This design comes from an exercise in tuning for small area, a short achievable clock period and few clock cycles per item on the open sky130 flow, not from production work. Function was checked by simulation only, so behaviour that the tests miss may differ from the original.

===== flow/flow/run.sh =====
#!/bin/bash
# Layout: the standard flow (standard.sh, all ORFS steps), except that the
# port buffers are the smallest buffer cell instead of ORFS's default choice.
set -euo pipefail
export BUFFER_PORTS_ARGS="-buffer_cell sky130_fd_sc_hd__buf_1"
bash standard.sh > standard_flow.log 2>&1

===== flow/standard.sh =====
#!/bin/bash
# synth_recipe.tcl (not shown) runs the flow's synth.tcl, then flattens the netlist and writes it again
# the make line also repeats each setting of config.mk as NAME=value (left out here)
make -C /OpenROAD-flow-scripts/flow DESIGN_CONFIG=/design/flow/config.mk WORK_HOME=/design/flow/orfs CLKGATE_MAP_FILE= SYNTH_SCRIPT=/design/flow/synth_recipe.tcl "${@:-finish}"

===== flow/config.mk =====
export PLATFORM = sky130hd
export DESIGN_NAME = triangle_strip_tessellator
export DESIGN_NICKNAME = triangle_strip_tessellator
export VERILOG_FILES = /design/flow/design.v
export SDC_FILE = /design/flow/constraint.sdc
export NUM_CORES = 4
export LEC_CHECK = 0
export CAP_MARGIN = 20
export CORE_MARGIN = 2
export CORE_UTILIZATION = 40
export CTS_CLUSTER_DIAMETER = 80
export CTS_CLUSTER_SIZE = 25
export PLACE_DENSITY = 0.7
export SETUP_SLACK_MARGIN = 3.15
export SLEW_MARGIN = 20

===== flow/constraint.sdc =====
create_clock -name core_clock -period 6.0 [get_ports {clk}]
set_input_delay 1.2000 -clock core_clock [delete_from_list [all_inputs] [get_ports {clk}]]
set_output_delay 1.2000 -clock core_clock [all_outputs]
set_load 0.01 [all_outputs]

===== flow/design.v =====
module triangle_strip_tessellator (
    input  logic        clk,
    input  logic        rst_n,
    input  logic        start,
    output logic        busy,
    input  logic [47:0] corner_bottom_left,
    input  logic [47:0] corner_bottom_right,
    input  logic [47:0] corner_top,
    input  logic [47:0] normal_left,
    input  logic [47:0] normal_right,
    input  logic [47:0] normal_top,
    input  logic        cfg_wr_en,
    input  logic [3:0]  cfg_wr_data,
    output logic        vertex_valid,
    output logic [47:0] vertex_position,
    output logic [47:0] vertex_normal,
    output logic        last_vertex
);
    localparam int R4      = 1;
    localparam int DIV_CYC = 8 / R4;
    localparam int DCW     = $clog2(DIV_CYC);
    function automatic logic [16:0] add16(input logic [15:0] a, input logic [15:0] b, input logic ci);
        logic [15:0] g, p, gg, pp, gn, pn;
        logic [16:0] c;
        g  = a & b;
        p  = a ^ b;
        gg = g;
        pp = p;
        for (int l = 1; l < 16; l = l * 2)
        begin
            gn = gg;
            pn = pp;
            for (int i = 0; i < 16; i++)
                if ((i / l) % 2 == 1)
                begin
                    gn[i] = gg[i] | (pp[i] & gg[(i / l) * l - 1]);
                    pn[i] = pp[i] & pp[(i / l) * l - 1];
                end
            gg = gn;
            pp = pn;
        end
        c[0] = ci;
        for (int i = 1; i <= 16; i++)
            c[i] = gg[i-1] | (pp[i-1] & ci);
        add16 = {c[16], p ^ c[15:0]};
    endfunction
    function automatic logic [3:0] add4(input logic [3:0] x, input logic [3:0] y);
        logic [3:0] g, p;
        logic g10, g21, p21, g20;
        g   = x & y;
        p   = x ^ y;
        g10 = g[1] | (p[1] & g[0]);
        g21 = g[2] | (p[2] & g[1]);
        p21 = p[2] & p[1];
        g20 = g21 | (p21 & g[0]);
        add4 = {p[3] ^ g20, p[2] ^ g10, p[1] ^ g[0], p[0]};
    endfunction
    function automatic logic [5:0] add6(input logic [5:0] x, input logic [5:0] y);
        logic [5:0] g, p, c;
        g    = x & y;
        p    = x ^ y;
        c[0] = 1'b0;
        c[1] = g[0];
        c[2] = g[1] | (p[1] & g[0]);
        c[3] = g[2] | (p[2] & g[1]) | (p[2] & p[1] & g[0]);
        c[4] = g[3] | (p[3] & g[2]) | (p[3] & p[2] & g[1]) | (p[3] & p[2] & p[1] & g[0]);
        c[5] = g[4] | (p[4] & g[3]) | (p[4] & p[3] & g[2]) | (p[4] & p[3] & p[2] & g[1])
             | (p[4] & p[3] & p[2] & p[1] & g[0]);
        add6 = p ^ c;
    endfunction
    function automatic logic [4:0] add5(input logic [4:0] x, input logic [4:0] y, input logic ci);
        logic [4:0] g, p, c;
        g    = x & y;
        p    = x ^ y;
        c[0] = ci;
        c[1] = g[0] | (p[0] & ci);
        c[2] = g[1] | (p[1] & g[0]) | (p[1] & p[0] & ci);
        c[3] = g[2] | (p[2] & g[1]) | (p[2] & p[1] & g[0]) | (p[2] & p[1] & p[0] & ci);
        c[4] = g[3] | (p[3] & g[2]) | (p[3] & p[2] & g[1]) | (p[3] & p[2] & p[1] & g[0])
             | (p[3] & p[2] & p[1] & p[0] & ci);
        add5 = p ^ c;
    endfunction
    logic [3:0] cfg_q;
    logic [3:0] n_sat;
    always_ff @(posedge clk or negedge rst_n)
    begin
        if (!rst_n)
            cfg_q <= 4'd1;
        else if (cfg_wr_en)
            cfg_q <= cfg_wr_data;
    end
    assign n_sat = (cfg_q == 4'd0) ? 4'd1 : (cfg_q > 4'd10) ? 4'd10 : cfg_q;
    logic           busy_q, v_q, pend_q, top_q, last_q;
    logic           sel_l_q, sel_r_q, sel_t_q;
    logic [2:0]     slot_q;
    logic [3:0]     kleft_q;
    logic           first_q, run_q, done_q, conv_q;
    logic [DCW-1:0] dcnt_q;
    logic       v_n, pend_n, top_n, last_n, busy_n;
    logic [2:0] slot_n;
    logic [3:0] kleft_n;
    logic       accept, upd_l, upd_r;
    assign accept = start && !busy_q;
    always_comb
    begin
        v_n     = v_q;
        pend_n  = pend_q;
        slot_n  = slot_q;
        top_n   = top_q;
        kleft_n = kleft_q;
        if (!busy_q)
        begin
            v_n     = start;
            pend_n  = 1'b0;
            slot_n  = 3'd0;
            top_n   = (n_sat == 4'd1);
            kleft_n = n_sat - 4'd2;
        end
        else if (pend_q)
        begin
            if (done_q)
            begin
                v_n    = 1'b1;
                pend_n = 1'b0;
            end
        end
        else if (top_q)
            slot_n = slot_q + 3'd1;
        else if (slot_q == 3'd5)
        begin
            slot_n = 3'd0;
            if (kleft_q == 4'd0)
                top_n = 1'b1;
            else
                kleft_n = kleft_q - 4'd1;
        end
        else if (slot_q == 3'd1 && !done_q)
        begin
            v_n    = 1'b0;
            pend_n = 1'b1;
            slot_n = 3'd2;
        end
        else
            slot_n = slot_q + 3'd1;
        last_n = v_n && top_n && (slot_n == 3'd2);
        busy_n = (v_n || pend_n) && !last_n;
    end
    assign upd_r = done_q && !top_q && ((v_q && slot_q == 3'd1) || pend_q);
    assign upd_l = v_q && !top_q && (slot_q == 3'd3);
    always_ff @(posedge clk or negedge rst_n)
    begin
        if (!rst_n)
        begin
            busy_q  <= 1'b0;
            v_q     <= 1'b0;
            pend_q  <= 1'b0;
            top_q   <= 1'b0;
            last_q  <= 1'b0;
            slot_q  <= 3'd0;
            kleft_q <= 4'd0;
            sel_l_q <= 1'b0;
            sel_r_q <= 1'b0;
            sel_t_q <= 1'b0;
            first_q <= 1'b0;
            run_q   <= 1'b0;
            done_q  <= 1'b0;
            conv_q  <= 1'b0;
            dcnt_q  <= '0;
        end
        else
        begin
            busy_q  <= busy_n;
            v_q     <= v_n;
            pend_q  <= pend_n;
            top_q   <= top_n;
            last_q  <= last_n;
            slot_q  <= slot_n;
            kleft_q <= kleft_n;
            sel_t_q <= top_n && (slot_n == 3'd2);
            sel_r_q <= top_n ? (slot_n == 3'd1)
                             : (slot_n == 3'd1 || slot_n == 3'd2 || slot_n == 3'd4);
            sel_l_q <= top_n ? (slot_n == 3'd0)
                             : (slot_n == 3'd0 || slot_n == 3'd3 || slot_n == 3'd5);
            first_q <= accept;
            conv_q  <= run_q && (dcnt_q == DCW'(DIV_CYC - 1));
            if (accept)
            begin
                run_q  <= 1'b0;
                done_q <= (n_sat == 4'd1);
            end
            else if (first_q)
            begin
                run_q  <= !done_q;
                dcnt_q <= '0;
            end
            else if (run_q)
            begin
                dcnt_q <= dcnt_q + DCW'(1);
                if (dcnt_q == DCW'(DIV_CYC - 1))
                begin
                    run_q  <= 1'b0;
                    done_q <= 1'b1;
                end
            end
        end
    end
    logic [15:0] pt_q  [6];      
    logic [15:0] tp_q  [3];
    logic [47:0] nl_q, nr_q, nt_q;
    logic [3:0]  n_q;
    logic [5:0]  nm1_q, nm2_q, nm3_q;    
    always_ff @(posedge clk)
    begin
        if (!busy_q)
        begin
            nl_q  <= normal_left;
            nr_q  <= normal_right;
            nt_q  <= normal_top;
            n_q   <= n_sat;
            nm1_q <= -{2'b00, n_sat};
            nm2_q <= -{1'b0, n_sat, 1'b0};
            nm3_q <= -({2'b00, n_sat} + {1'b0, n_sat, 1'b0});
        end
    end
    for (genvar l = 0; l < 3; l++)
    begin : g_tp
        always_ff @(posedge clk)
        begin
            if (!busy_q)
                tp_q[l] <= corner_top[16*l +: 16];
        end
    end
    for (genvar j = 0; j < 6; j++)
    begin : g_lane
        localparam int L = j % 3;
        logic [15:0] q_q;        
        logic [3:0]  u_q;        
        logic [3:0]  e_q;        
        logic        ng_q;       
        logic [16:0] sum;
        logic [15:0] q_it;
        logic [3:0]  u_it;
        logic [4:0]  d5;
        logic        ng;
        logic        w, cst, cst_q, upd;
        logic [3:0]  enx_q;      
        logic [3:0]  e_nx;
        assign sum = add16(pt_q[j], q_q, first_q | ~cst);
        always_comb
        begin
            logic [5:0] t, d1, d2, d3;
            q_it = q_q;
            u_it = u_q;
            for (int i = 0; i < R4; i++)
            begin
                t  = {u_it, q_it[15:14]};
                d1 = add6(t, nm1_q);
                d2 = add6(t, nm2_q);
                d3 = add6(t, nm3_q);
                if (!d3[5])
                begin
                    u_it = d3[3:0];
                    q_it = {q_it[13:0], 2'b00};
                end
                else if (!d2[5])
                begin
                    u_it = d2[3:0];
                    q_it = {q_it[13:0], 2'b01};
                end
                else if (!d1[5])
                begin
                    u_it = d1[3:0];
                    q_it = {q_it[13:0], 2'b10};
                end
                else
                begin
                    u_it = t[3:0];
                    q_it = {q_it[13:0], 2'b11};
                end
            end
        end
        assign d5   = add5({1'b0, e_q}, {1'b1, ~u_q}, 1'b1);
        assign w    = ~d5[4];
        assign e_nx = conv_q ? u_q : enx_q;
        assign cst  = conv_q ? (ng_q && (u_q != 4'd0)) : cst_q;
        always_ff @(posedge clk)
        begin
            logic nz_nx;
            nz_nx = w ? (e_q != u_q) : ((e_q != 4'd0) || (u_q != n_q));
            cst_q <= ng_q ? (w ^ nz_nx ^ (e_q != 4'd0)) : w;
            enx_q <= w ? d5[3:0] : add4(d5[3:0], n_q);
        end
        assign upd  = (j < 3) ? upd_l : upd_r;
        always_ff @(posedge clk)
        begin
            if (run_q)
            begin
                q_q <= q_it;
                u_q <= u_it;
            end
            else if (!busy_q)
                q_q <= ~corner_top[16*L +: 16];
            else if (first_q)
            begin
                q_q  <= sum[15:0];
                u_q  <= ng ? (n_q - 4'd1) : 4'd0;
            end
            else if (conv_q)
                u_q <= n_q - u_q;
        end
        assign ng = pt_q[j][15] ^ q_q[15] ^ sum[16];
        always_ff @(posedge clk)
        begin
            if (first_q)
                ng_q <= ng;
        end
        always_ff @(posedge clk)
        begin
            if (first_q)
                e_q <= 4'd0;
            else if (upd)
                e_q <= e_nx;
        end
        always_ff @(posedge clk)
        begin
            if (!busy_q)
                pt_q[j] <= (j < 3) ? corner_bottom_left[16*L +: 16]
                                   : corner_bottom_right[16*L +: 16];
            else if (upd)
                pt_q[j] <= sum[15:0];
        end
    end
    logic [47:0] pl, pr, pt;
    assign pl = {pt_q[2], pt_q[1], pt_q[0]};
    assign pr = {pt_q[5], pt_q[4], pt_q[3]};
    assign pt = {tp_q[2], tp_q[1], tp_q[0]};
    logic                v_o_q, last_o_q;
    logic [47:0]         pos_o_q, nrm_o_q;
    always_ff @(posedge clk or negedge rst_n)
    begin
        if (!rst_n)
        begin
            v_o_q    <= 1'b0;
            last_o_q <= 1'b0;
        end
        else
        begin
            v_o_q    <= v_q;
            last_o_q <= last_q;
        end
    end
    always_ff @(posedge clk)
    begin
        pos_o_q <= ({48{sel_l_q}} & pl) | ({48{sel_r_q}} & pr) | ({48{sel_t_q}} & pt);
        nrm_o_q <= ({48{sel_l_q}} & nl_q) | ({48{sel_r_q}} & nr_q) | ({48{sel_t_q}} & nt_q);
    end
    assign busy            = busy_q;
    assign vertex_valid    = v_o_q;
    assign last_vertex     = last_o_q;
    assign vertex_position = pos_o_q;
    assign vertex_normal   = nrm_o_q;
endmodule

==> results of run 1 <==
[kinds of logic after synthesis]
| kind of cell | Yosys count |
|---|---|
| muxes | 100 |
| and+or+nand+nor | 562 |
| buffers and inverters | 387 |
| xor gates and xnor gates | 188 |
| DFF | 605 |
| AOI/OAI and AO/OA | 796 |
| adders and majority gates | 293 |
[area by class of cell]
| class | instances | area (um^2) |
|---|---|---|
| Fill cell | 7395 | 42700 |
| Inverter | 271 | 1020 |
| Clock buffer | 46 | 906 |
| Multi-Input combinational cell | 1939 | 15500 |
| Timing Repair Buffer | 513 | 2500 |
| Clock inverter | 16 | 225 |
| Sequential cell | 605 | 16600 |
| Tap cell | 1060 | 1330 |
| Antenna cell | 5 | 12.5 |
[synthesized netlist by cell type, types with 8 or more instances]
cell	n
xnor2_1	126
nand3_1	36
dfxtp_1	150
a211oi_1	51
inv_1	269
nor3_1	41
nand2_1	167
o31ai_1	13
nand4_1	11
and2_1	12
nor2_1	204
dfrtp_1	27
o21ai_1	8
a21o_1	70
buf_1	16
nand2b_1	21
a31oi_1	14
mux2_2	47
clkbuf_1	94
ha_1	257
a222oi_1	96
a21oi_1	212
fa_1	36
mux2i_1	53
xor2_1	62
o21a_1	21
a211o_1	8
o21bai_1	21
o21ai_0	158
and3_1	12
edfxtp_1	427
a2bb2oi_1	36
nor2b_1	16
[per-layer routing]
layer	track usage [%]	vias to the layer above
met5	0	-
met4	7.62	10
met3	5.43	193
met2	36.1	1086
met1	27.8	12005
li1	-	11694
[stage by stage]
step	setup WS, ps	util [%]
floorplan	3060	-
global placement	2670	43.8
detailed placement	2560	43.8
CTS	3130	46.1
global route	3040	47.1
finish	3090	47.1
[flip-flops by register name, summed over array words and instances (netlist names), 5 cells and up]
signal and flops:
g_lane.q_q 96, pt_q 96, g_lane.ng_q 6, nm3_q 5, tp_q 48, g_lane.e_q 24
nt_q 48, g_lane.u_q 24, g_lane.enx_q 24, nl_q 48, g_lane.cst_q 6, pos_o_q 48
nrm_o_q 48, nr_q 48
[worst paths after layout]
path,depth (start not counted),to,start
setup / recovery,8,pt_q[3][15]$_DFFE_PP_,g_lane[3].u_q[0]$_DFFE_PP_
hold / removal,0,last_o_q$_DFF_PN0_,last_q$_DFF_PN0_
setup reg to reg,8,pt_q[3][15]$_DFFE_PP_,g_lane[3].u_q[0]$_DFFE_PP_
hold reg to reg,0,last_o_q$_DFF_PN0_,last_q$_DFF_PN0_
max in group asynchronous,2,first_q$_DFF_PN0_,rst_n
min in group asynchronous,2,sel_l_q$_DFF_PN0_,rst_n
[cell usage in the layout, fill, tap and decap left out, types with 9 or more instances in the layout]
cell type,synthesis,final
and3_1,12,12
o21bai_1,21,19
buf_4,0,104
fa_1,36,36
a31oi_1,14,13
nor2b_1,16,14
nand2b_1,21,20
nand3_1,36,35
a211oi_1,51,42
nand2_1,167,163
a21o_1,70,70
mux2_2,47,47
nand4_1,11,11
ha_1,257,241
buf_1,16,394
ha_4,0,13
inv_1,269,266
nor2_1,204,202
clkbuf_1,94,11
a21oi_2,0,26
a211oi_2,1,9
a2bb2oi_1,36,35
edfxtp_1,427,427
xnor2_1,126,115
clkbuf_16,0,34
dfrtp_1,27,20
xnor2_2,0,10
dfxtp_1,150,150
xor2_1,62,61
and2_1,12,12
mux2i_1,53,53
o21a_1,21,21
o21ai_0,158,149
o31ai_1,13,12
o21ai_4,0,9
a222oi_1,96,96
nor3_1,41,40
a21oi_1,212,185
[what timing repair did]
item,CTS,global route
resized for setup,56,88
gates cloned,0,0
setup buffers,48,44
endpoints found under the setup margin,161,131
hold buffers,0,0
pin swaps,8,40
==> flow_summary.json, run 1 <==
{
  "status": "complete, no violations",
  "clockBufferDepth": 3,
  "ys_async_sr_fraction_pct": 4.63,
  "cp.buffers_inverters": 0,
  "tns_ps": 0,
  "numClockSinks": 605,
  "first_global_vias": 24226,
  "grt_pass1_wl_um": 142000,
  "skew_ps": 38.6,
  "vias": 24988,
  "areaGrowthSynthToFinish_pct": 16.5,
  "synth_ff_type": "edfxtp_1",
  "antenna_found_initial": 12,
  "route.met2.wl_um": 44900,
  "slew_headroom_pct": 23.4,
  "dieWidth_um": 290,
  "htree_levels": 2,
  "slew_violations": 0,
  "period_share_pct": 48.6,
  "fin_nets": 3953,
  "crit_family": "compound AO/OA/AOI/OAI gates",
  "reg2reg_slack_ps": 3090,
  "end_kind": "flop",
  "ioPinCount": 395,
  "dr.first_iter.drc_count": 2710,
  "met1_length_um": 38600,
  "crit_chain": "o41a_1, a221o_2, a32oi_4, nand4_4, a211oi_4, nor3_2, xnor2_1, mux2_2",
  "grt_usage_pct": 21.8,
  "syn_area_um2": 32600,
  "cp_max_fo": 3,
  "met3_length_um": 9280,
  "first_pass_iters": 7,
  "design.die.area_um2": 83900,
  "syn_nets": 3520,
  "die_y_um": 290,
  "vias_per_cell": 5.61,
  "io_buffers": 394,
  "cts_inserted_buffers": 34,
  "fin_cells": 4455,
  "synth_compound_area_share_pct": 16.7,
  "wl_per_cell_um": 21.6,
  "synth-xor-area-share_pct": 5.05,
  "synth_edf_count": 427,
  "dpl.hpwl_um": 66500,
  "root_buffer": "clkbuf_16",
  "yosys.area.top_type": "edfxtp_1",
  "maxClockFrequency_ghz": 0.343,
  "hold_ws_ps": 370,
  "placed_area_um2": 35300,
  "start_util_pct": 40.4,
  "synth-simple-area-share_pct": 7.77,
  "cts_tree": "done",
  "cpPeakStageDelay_ps": 490,
  "routed.top_layer": "met5",
  "critPathKind": "reg2reg",
  "min_period_ps": 2910,
  "synth.area.mux_share_pct": 3.25,
  "cp-start-kind": "flop",
  "clk_latency_ps": 600,
  "row_count": 104,
  "synth_top_family_by_area": "compound AO/OA/AOI/OAI gates",
  "synth_adder_area_share_pct": 12.1,
  "drt-total-wl_um": 96100,
  "hold_violations": 0,
  "yosysSeqAreaShare_pct": 50.6,
  "rsz0062_at_grt": "yes",
  "synth_cell_types": 83,
  "ant_nets": 0,
  "synth_cells": 2931,
  "clkTransAtPathRegs_ps": 100,
  "drc": 0,
  "grt_overflow": 0,
  "synthDominantCellAreaShare_pct": 39.3,
  "final_area_um2": 38000,
  "drive_gt1_share_pct": 10.6,
  "synth_seq_cells": 605,
  "setup_viol": 0,
  "syn_area_per_cell_um2": 11.1,
  "synthTopCellsByArea": "edfxtp_1 39%, ha_1 9.9%, dfxtp_1 9.2%",
  "grt_max_degree": 174,
  "cp_data_arrival_time_ps": 3270,
  "critPathRequiredTime_ps": 6360,
  "cp_slowest_cell": "o41a_1",
  "hold_class": "reg2reg",
  "cap_viol_max_count": 0,
  "ys_warn_count": 3,
  "dp.cells": 4296,
  "gp_congestion": 0.919,
  "tightestPinTransition_ps": 1150,
  "core_um2": 80700
}
Testbench counts, summed over its fixed seeds: cycles 12,172, vertices 9,852.
==> inputs of run 2 (changes only) <==
--- a/flow/design.v
+++ b/flow/design.v
@@ -146,7 +146,7 @@
         busy_n = (v_n || pend_n) && !last_n;
     end
     assign upd_r = done_q && !top_q && ((v_q && slot_q == 3'd1) || pend_q);
-    assign upd_l = v_q && !top_q && (slot_q == 3'd3);
+    assign upd_l = v_q && (top_q ? (slot_q == 3'd1 && !one_q) : (slot_q == 3'd3));
     always_ff @(posedge clk or negedge rst_n)
     begin
         if (!rst_n)
@@ -205,7 +205,8 @@
         end
     end
     logic [15:0] pt_q  [6];      
-    logic [15:0] tp_q  [3];
+    logic [15:0] tq_q  [3];      
+    logic        one_q;          
     logic [47:0] nl_q, nr_q, nt_q;
     logic [3:0]  n_q;
     logic [5:0]  nm1_q, nm2_q, nm3_q;    
@@ -217,19 +218,12 @@
             nr_q  <= normal_right;
             nt_q  <= normal_top;
             n_q   <= n_sat;
+            one_q <= (n_sat == 4'd1);
             nm1_q <= -{2'b00, n_sat};
             nm2_q <= -{1'b0, n_sat, 1'b0};
             nm3_q <= -({2'b00, n_sat} + {1'b0, n_sat, 1'b0});
         end
     end
-    for (genvar l = 0; l < 3; l++)
-    begin : g_tp
-        always_ff @(posedge clk)
-        begin
-            if (!busy_q)
-                tp_q[l] <= corner_top[16*l +: 16];
-        end
-    end
     for (genvar j = 0; j < 6; j++)
     begin : g_lane
         localparam int L = j % 3;
@@ -291,6 +285,10 @@
             enx_q <= w ? d5[3:0] : add4(d5[3:0], n_q);
         end
         assign upd  = (j < 3) ? upd_l : upd_r;
+        if (j < 3)
+        begin : g_tq
+            assign tq_q[L] = q_q;
+        end
         always_ff @(posedge clk)
         begin
             if (run_q)
@@ -300,7 +298,7 @@
             end
             else if (!busy_q)
                 q_q <= ~corner_top[16*L +: 16];
-            else if (first_q)
+            else if (first_q && !one_q)
             begin
                 q_q  <= sum[15:0];
                 u_q  <= ng ? (n_q - 4'd1) : 4'd0;
@@ -331,9 +329,12 @@
         end
     end
     logic [47:0] pl, pr, pt;
+    logic        sp_l, sp_t;
     assign pl = {pt_q[2], pt_q[1], pt_q[0]};
     assign pr = {pt_q[5], pt_q[4], pt_q[3]};
-    assign pt = {tp_q[2], tp_q[1], tp_q[0]};
+    assign pt = ~{tq_q[2], tq_q[1], tq_q[0]};
+    assign sp_l = sel_l_q | (sel_t_q & ~one_q);
+    assign sp_t = sel_t_q & one_q;
     logic                v_o_q, last_o_q;
     logic [47:0]         pos_o_q, nrm_o_q;
     always_ff @(posedge clk or negedge rst_n)
@@ -351,7 +352,7 @@
     end
     always_ff @(posedge clk)
     begin
-        pos_o_q <= ({48{sel_l_q}} & pl) | ({48{sel_r_q}} & pr) | ({48{sel_t_q}} & pt);
+        pos_o_q <= ({48{sp_l}} & pl) | ({48{sel_r_q}} & pr) | ({48{sp_t}} & pt);
         nrm_o_q <= ({48{sel_l_q}} & nl_q) | ({48{sel_r_q}} & nr_q) | ({48{sel_t_q}} & nt_q);
     end
     assign busy            = busy_q;
--- a/flow/config.mk
+++ b/flow/config.mk
@@ -10,6 +10,5 @@
 export CORE_UTILIZATION = 40
 export CTS_CLUSTER_DIAMETER = 80
 export CTS_CLUSTER_SIZE = 25
-export PLACE_DENSITY = 0.7
-export SETUP_SLACK_MARGIN = 3.15
+export SETUP_SLACK_MARGIN = 3.0
 export SLEW_MARGIN = 20
==> run 2 against run 1 <==
Still clean on timing, DRC and antenna; worst setup slack lost 83 ps; global-route usage up 0.67 points; via count is 4.1% lower; die area down 3.4%; clock skew up 24 ps; first-iteration DRC count fell by 32%; cell count down 2.9%; register-to-register slack got worse by 80 ps; critical path type unchanged; largest cell class is now multi-input combinational cells.
==> flow_summary.json, run 2 <==
{
  "yosys.area.top_type": "edfxtp_1",
  "status": "complete, no violations",
  "worstHoldStart": "last_q$_DFF_PN0_",
  "dp.cells": 4202,
  "start_util_pct": 40.5,
  "dieWidth_um": 285,
  "syn_area_um2": 31500,
  "drive_gt1_share_pct": 9.65,
  "clockBufferDepth": 3,
  "synth_ff_type": "edfxtp_1",
  "ant_nets": 0,
  "rsz0062_at_grt": "yes",
  "die_y_um": 285,
  "slew_headroom_pct": 30.6,
  "cp_data_arrival_time_ps": 3290,
  "ff2ff_path_depth": 8,
  "tightestPinTransition_ps": 1040,
  "hold_class": "reg2reg",
  "min_delay_path_depth": 0,
  "drc": 0,
  "final_area_um2": 36300,
  "reg2reg_slack_ps": 3000,
  "rr_endpoint": "g_lane[4].u_q[3]$_DFFE_PP_",
  "synth_seq_cells": 558,
  "r2r-start": "g_lane[4].u_q[1]$_DFFE_PP_",
  "cts_inserted_buffers": 39,
  "hold_end": "last_o_q$_DFF_PN0_",
  "core_um2": 77700,
  "fillCellCount": 7271,
  "grt_overflow": 0,
  "synthDominantCellAreaShare_pct": 36.2,
  "slew_violations": 0,
  "yosysSeqAreaShare_pct": 48.0,
  "design.die.area_um2": 81000,
  "vias": 23964,
  "hold_violations": 0,
  "critPathRequiredTime_ps": 6300,
  "end_kind": "flop",
  "row_count": 102,
  "grt_max_degree": 167,
  "dpl.hpwl_um": 64600,
  "synth_cell_types": 81,
  "setup_viol": 0,
  "ioPinCount": 395,
  "ys_top_cells_by_count": "380 x edfxtp_1, 257 x ha_1, 243 x nor2_1, 206 x a21oi_1, 202 x inv_1",
  "yosysMostFrequentCell": "edfxtp_1",
  "period_share_pct": 50.0,
  "min_period_ps": 3000,
  "fin_nets": 3843,
  "clk_latency_ps": 630,
  "cts_tree": "done",
  "htree_levels": 2,
  "grt_pass1_wl_um": 142000,
  "synth_edf_count": 380,
  "first_pass_iters": 6,
  "synthTopCellsByArea": "edfxtp_1 36%, ha_1 10%, dfxtp_1 9.5%",
  "drt-total-wl_um": 93500,
  "gp_congestion": 0.851,
  "root_buffer": "clkbuf_16",
  "vias_per_cell": 5.54,
  "syn_nets": 3448,
  "final_common_cell": "buf_1",
  "tns_ps": 0,
  "synth_cells": 2859,
  "numClockSinks": 558,
  "dr.first_iter.drc_count": 1835,
  "cp-start-kind": "flop",
  "areaGrowthSynthToFinish_pct": 15.2,
  "top_regs": "g_lane.q_q: 96 flops, pt_q: 96 flops",
  "fin_cells": 4325,
  "ys_async_sr_fraction_pct": 5.02,
  "ys_warn_count": 3,
  "syn_area_per_cell_um2": 11.0,
  "wl_per_cell_um": 21.6,
  "cp_max_fo": 5,
  "first_global_vias": 23773,
  "grt_usage_pct": 22.5,
  "clkTransAtPathRegs_ps": 90,
  "placed_area_um2": 34000,
  "skew_ps": 62.3,
  "mostFrequentLayoutCells": "393 x buf_1, 380 x edfxtp_1, 250 x ha_1",
  "io_buffers": 394,
  "cap_viol_max_count": 0,
  "critPathKind": "reg2reg",
  "maxClockFrequency_ghz": 0.334,
  "antenna_found_initial": 3
}
## run 2: cells by family after synthesis
family	Yosys count	synth area share, %
mux	139	4.74
flops	558	48.0
simple gates	597	8.64
xor+xnor	188	5.23
buf+inv	321	4.13
fa+ha+maj	293	12.5
compound gates	763	16.8
## run 2: metal layers
layer	track usage [%]	vias up	share of wire [%]
met3	3.56	136	7.2
met2	37.3	832	47
met4	6.29	2	2.6
li1	-	11320	-
met5	0	-	0.014
met1	30.5	11674	43
## run 2: how the worst max path moves through the flow
stage                                          start                          to  slack (ps)
after global placement            nm3_q[1]$_DFFE_PN_  g_lane[5].u_q[0]$_DFFE_PP_        2480
final                     g_lane[4].u_q[1]$_DFFE_PP_  g_lane[4].u_q[3]$_DFFE_PP_        3000
after CTS                           conv_q$_DFF_PN0_  g_lane[2].u_q[2]$_DFFE_PP_        2990
after global routing      g_lane[4].u_q[1]$_DFFE_PP_  g_lane[4].u_q[3]$_DFFE_PP_        2910
after detailed placement          nm3_q[1]$_DFFE_PN_  g_lane[3].u_q[0]$_DFFE_PP_        2390
after floorplan                   nm3_q[1]$_DFFE_PN_  g_lane[1].u_q[0]$_DFFE_PP_        3140
## run 2: timing repair
item	CTS	global route
cloned	0	1
pin swaps	2	17
setup endpoints to repair	193	51
hold buffers	0	0
setup buffers	28	22
gates resized for setup	22	52
## run 2: layout make-up
class / instances / area (um^2) / area share, %
multi-input combinational: 1981 / 15500 / 42.8
sequential: 558 / 15100 / 41.7
inverter: 203 / 773 / 2.13
clock inverter: 27 / 370 / 1.02
clock buffer: 44 / 1030 / 2.83
antenna: 1 / 2.50 / 0.00690
tap: 1040 / 1300 / 3.59
timing repair buffer: 471 / 2140 / 5.89
## run 2: per-stage QoR
| stage | hold WS (ps) | setup slack (ps) | utilization, % |
|---|---|---|---|
| global route | 421 | 2910 | 46.7 |
| global placement | 399 | 2480 | 43.8 |
| detailed placement | 394 | 2390 | 43.8 |
| CTS | 422 | 2990 | 46.0 |
| floorplan | 331 | 3140 | - |
| finish | 403 | 3000 | 46.7 |
## run 2: worst max-delay path, cell delays in order (launching register included)
cell      delay (ps)
edfxtp_1         420
o41a_1           530
a2111o_1         520
a211oi_2         310
o211ai_2         180
a31oi_4          270
o21ai_4          130
a221oi_2         270
a31oi_1           70
Testbench counts of run 2, summed over its fixed seeds: cycles 12,172, vertices 9,852.
==> inputs of run 3 (changes only) <==
--- a/flow/config.mk
+++ b/flow/config.mk
@@ -10,5 +10,6 @@
 export CORE_UTILIZATION = 40
 export CTS_CLUSTER_DIAMETER = 80
 export CTS_CLUSTER_SIZE = 25
-export SETUP_SLACK_MARGIN = 3.0
+export PLACE_DENSITY = 0.7
+export SETUP_SLACK_MARGIN = 3.15
 export SLEW_MARGIN = 20
==> run 3 against run 2 <==
Hold slack worse by 30 ps; register-to-register slack gained 80 ps; sequential cell count unchanged; still clean; highest routed layer unchanged; worst setup slack better by 77 ps; clock skew down 11 ps; non-clock buffer count rose by 31; count of clock-buffer cells in the layout down 7; design area up 1.5%; first-iteration DRC count up 7.5%; fmax grew 2.6%; via count is 2.4% higher.
==> flow_summary.json, run 3 <==
{
  "ant_nets": 0,
  "grt_overflow": 0,
  "rr_endpoint": "g_lane[0].u_q[3]$_DFFE_PP_",
  "row_count": 102,
  "final_common_cell": "buf_1",
  "drc": 0,
  "min_period_ps": 2920,
  "cp-start-kind": "flop",
  "worstHoldStart": "last_q$_DFF_PN0_",
  "rsz0062_at_grt": "yes",
  "synth_edf_count": 380,
  "cp_data_arrival_time_ps": 3260,
  "ys_top_cells_by_count": "380 x edfxtp_1, 257 x ha_1, 243 x nor2_1, 206 x a21oi_1, 202 x inv_1",
  "syn_area_um2": 31500,
  "grt_pass1_wl_um": 140000,
  "syn_nets": 3448,
  "areaGrowthSynthToFinish_pct": 16.9,
  "fin_nets": 3869,
  "yosys.area.top_type": "edfxtp_1",
  "slew_headroom_pct": 23.1,
  "htree_levels": 2,
  "ff2ff_path_depth": 9,
  "dr.first_iter.drc_count": 1973,
  "die_y_um": 285,
  "reg2reg_slack_ps": 3080,
  "drt-total-wl_um": 94600,
  "start_util_pct": 40.5,
  "maxClockFrequency_ghz": 0.342,
  "crit_end": "g_lane[0].u_q[3]$_DFFE_PP_",
  "syn_area_per_cell_um2": 11.0,
  "period_share_pct": 48.7,
  "status": "complete, no violations",
  "skew_ps": 51.7,
  "drive_gt1_share_pct": 11.7,
  "cp-startpoint": "g_lane[0].q_q[1]$_DFFE_PP_",
  "setup_viol": 0,
  "first_pass_iters": 6,
  "core_um2": 77700,
  "grt_usage_pct": 22.1,
  "yosysMostFrequentCell": "edfxtp_1",
  "cts_inserted_buffers": 35,
  "end_kind": "flop",
  "cts_tree": "done",
  "io_buffers": 394,
  "cap_viol_max_count": 0,
  "dieWidth_um": 285,
  "hold_class": "reg2reg",
  "numClockSinks": 558,
  "design.die.area_um2": 81000,
  "r2r-start": "g_lane[0].q_q[1]$_DFFE_PP_",
  "dpl.hpwl_um": 65000,
  "antenna_found_initial": 3,
  "vias": 24540,
  "first_global_vias": 23600,
  "top_regs": "g_lane.q_q: 96 flops, pt_q: 96 flops",
  "vias_per_cell": 5.65,
  "synthTopCellsByArea": "edfxtp_1 36%, ha_1 10%, dfxtp_1 9.5%",
  "root_buffer": "clkbuf_16",
  "mostFrequentLayoutCells": "393 x buf_1, 380 x edfxtp_1, 244 x ha_1",
  "ys_warn_count": 3,
  "tns_ps": 0,
  "ys_async_sr_fraction_pct": 5.02,
  "critPathKind": "reg2reg",
  "synth_ff_type": "edfxtp_1",
  "synthDominantCellAreaShare_pct": 36.2,
  "synth_seq_cells": 558,
  "tightestPinTransition_ps": 1150,
  "slew_violations": 0,
  "cp_max_fo": 5,
  "grt_max_degree": 156,
  "synth_cells": 2859,
  "clkTransAtPathRegs_ps": 100,
  "yosysSeqAreaShare_pct": 48.0,
  "gp_congestion": 0.886,
  "clk_latency_ps": 620,
  "ioPinCount": 395,
  "synth_cell_types": 81,
  "critPathRequiredTime_ps": 6340,
  "wl_per_cell_um": 21.8,
  "clockBufferDepth": 3,
  "hold_violations": 0
}
run 3: cell counts after synthesis:
Identical to the previous run, type by type.
run 3: what timing repair did:
item                                    in CTS  in global routing
hold buffers                                 0                  0
endpoints found under the setup margin     235                171
resized for setup                           58                 89
pin swaps                                   21                 54
buffers inserted                            50                 31
gates cloned                                 1                  1
run 3: per-layer routing:
layer | part of all wire (%) | GRT usage, %
met1 | 41 | 29.0
met2 | 47 | 37.4
met3 | 8.8 | 3.84
met4 | 3.2 | 6.33
met5 | 0.032 | 0
run 3: worst max-delay path, cell delays in order (launching register included):
cell and delay [ps]:
edfxtp_1 500, ha_4 340, nand4_1 210, a221oi_4 360, nor3_4 90, o31ai_4 350
a31oi_4 150, a21o_4 280, a221oi_2 280, a31oi_1 60
run 3: how the worst min path moves through the flow:
stage	end	slack [ps]	cells after the start
after floorplan	last_o_q$_DFF_PN0_	330	0
after global placement	last_o_q$_DFF_PN0_	340	0
after detailed placement	last_o_q$_DFF_PN0_	340	0
after CTS	last_o_q$_DFF_PN0_	380	0
after global routing	last_o_q$_DFF_PN0_	400	0
final	last_o_q$_DFF_PN0_	370	0
run 3: kinds of logic after synthesis:
| group | share of synthesized area [%] |
|---|---|
| AND/OR/NAND/NOR | 8.64 |
| multiplexers | 4.74 |
| buffers and inverters | 4.13 |
| adder cells (fa/ha/maj) | 12.5 |
| flip-flops | 48.0 |
| XOR/XNOR | 5.23 |
| AO/OA/AOI/OAI | 16.8 |
run 3: layout make-up:
class	count	area [um^2]
Fill cell	7063	40900
Inverter	203	773
Clock inverter	25	322
Multi-Input combinational cell	1980	15900
Timing Repair Buffer	502	2490
Clock buffer	37	883
Tap cell	1040	1300
Antenna cell	1	2.50
Sequential cell	558	15100
run 3: stage by stage:
step / util, % / hold slack (ps) / setup slack, ps / area [um^2] / instances
3_5_place_dp: 43.8 / 339 / 2510 / 34100 / 4200
4_1_cts: 46.4 / 377 / 3070 / 36100 / 4313
5_1_grt: 47.4 / 398 / 2990 / 36800 / 4345
6_report: 47.4 / 374 / 3080 / 36800 / 4346
3_3_place_gp: 43.8 / 341 / 2550 / 34100 / 4200
2_1_floorplan: - / 331 / 3160 / 31600 / 2859

-- port drivers added, routing unchanged --
The flow's constraints put no driver on any port. The routed layouts listed below were extracted and timed again, unchanged, in two steps.
Step 1: set_driving_cell puts a clkbuf_16 on clk and a buf_2 on each other input, an assumption about the parent block.
Step 2 moves the port delays by t, midway between the first and last clock arrival at a register: inputs arrive t later, outputs are due t later. That takes back most of the time a late clock gives input paths.
Three values: ideal ports, drivers, drivers and shift; two values: the first two.
run	t (ns)	setup WS [ns]	worst setup path after step 2	latest minus earliest clock arrival (ns)	cell pins on the clock port's net
run 1	0.655	3.085 / 3.085 / 3.085	register to register	0.039 / 0.039	1
run 2	0.665	3.003 / 3.003 / 3.003	register to register	0.065 / 0.065	1
run 3	0.658	3.079 / 3.079 / 3.079	register to register	0.062 / 0.062	1
After both steps setup and hold are still met in every run listed.
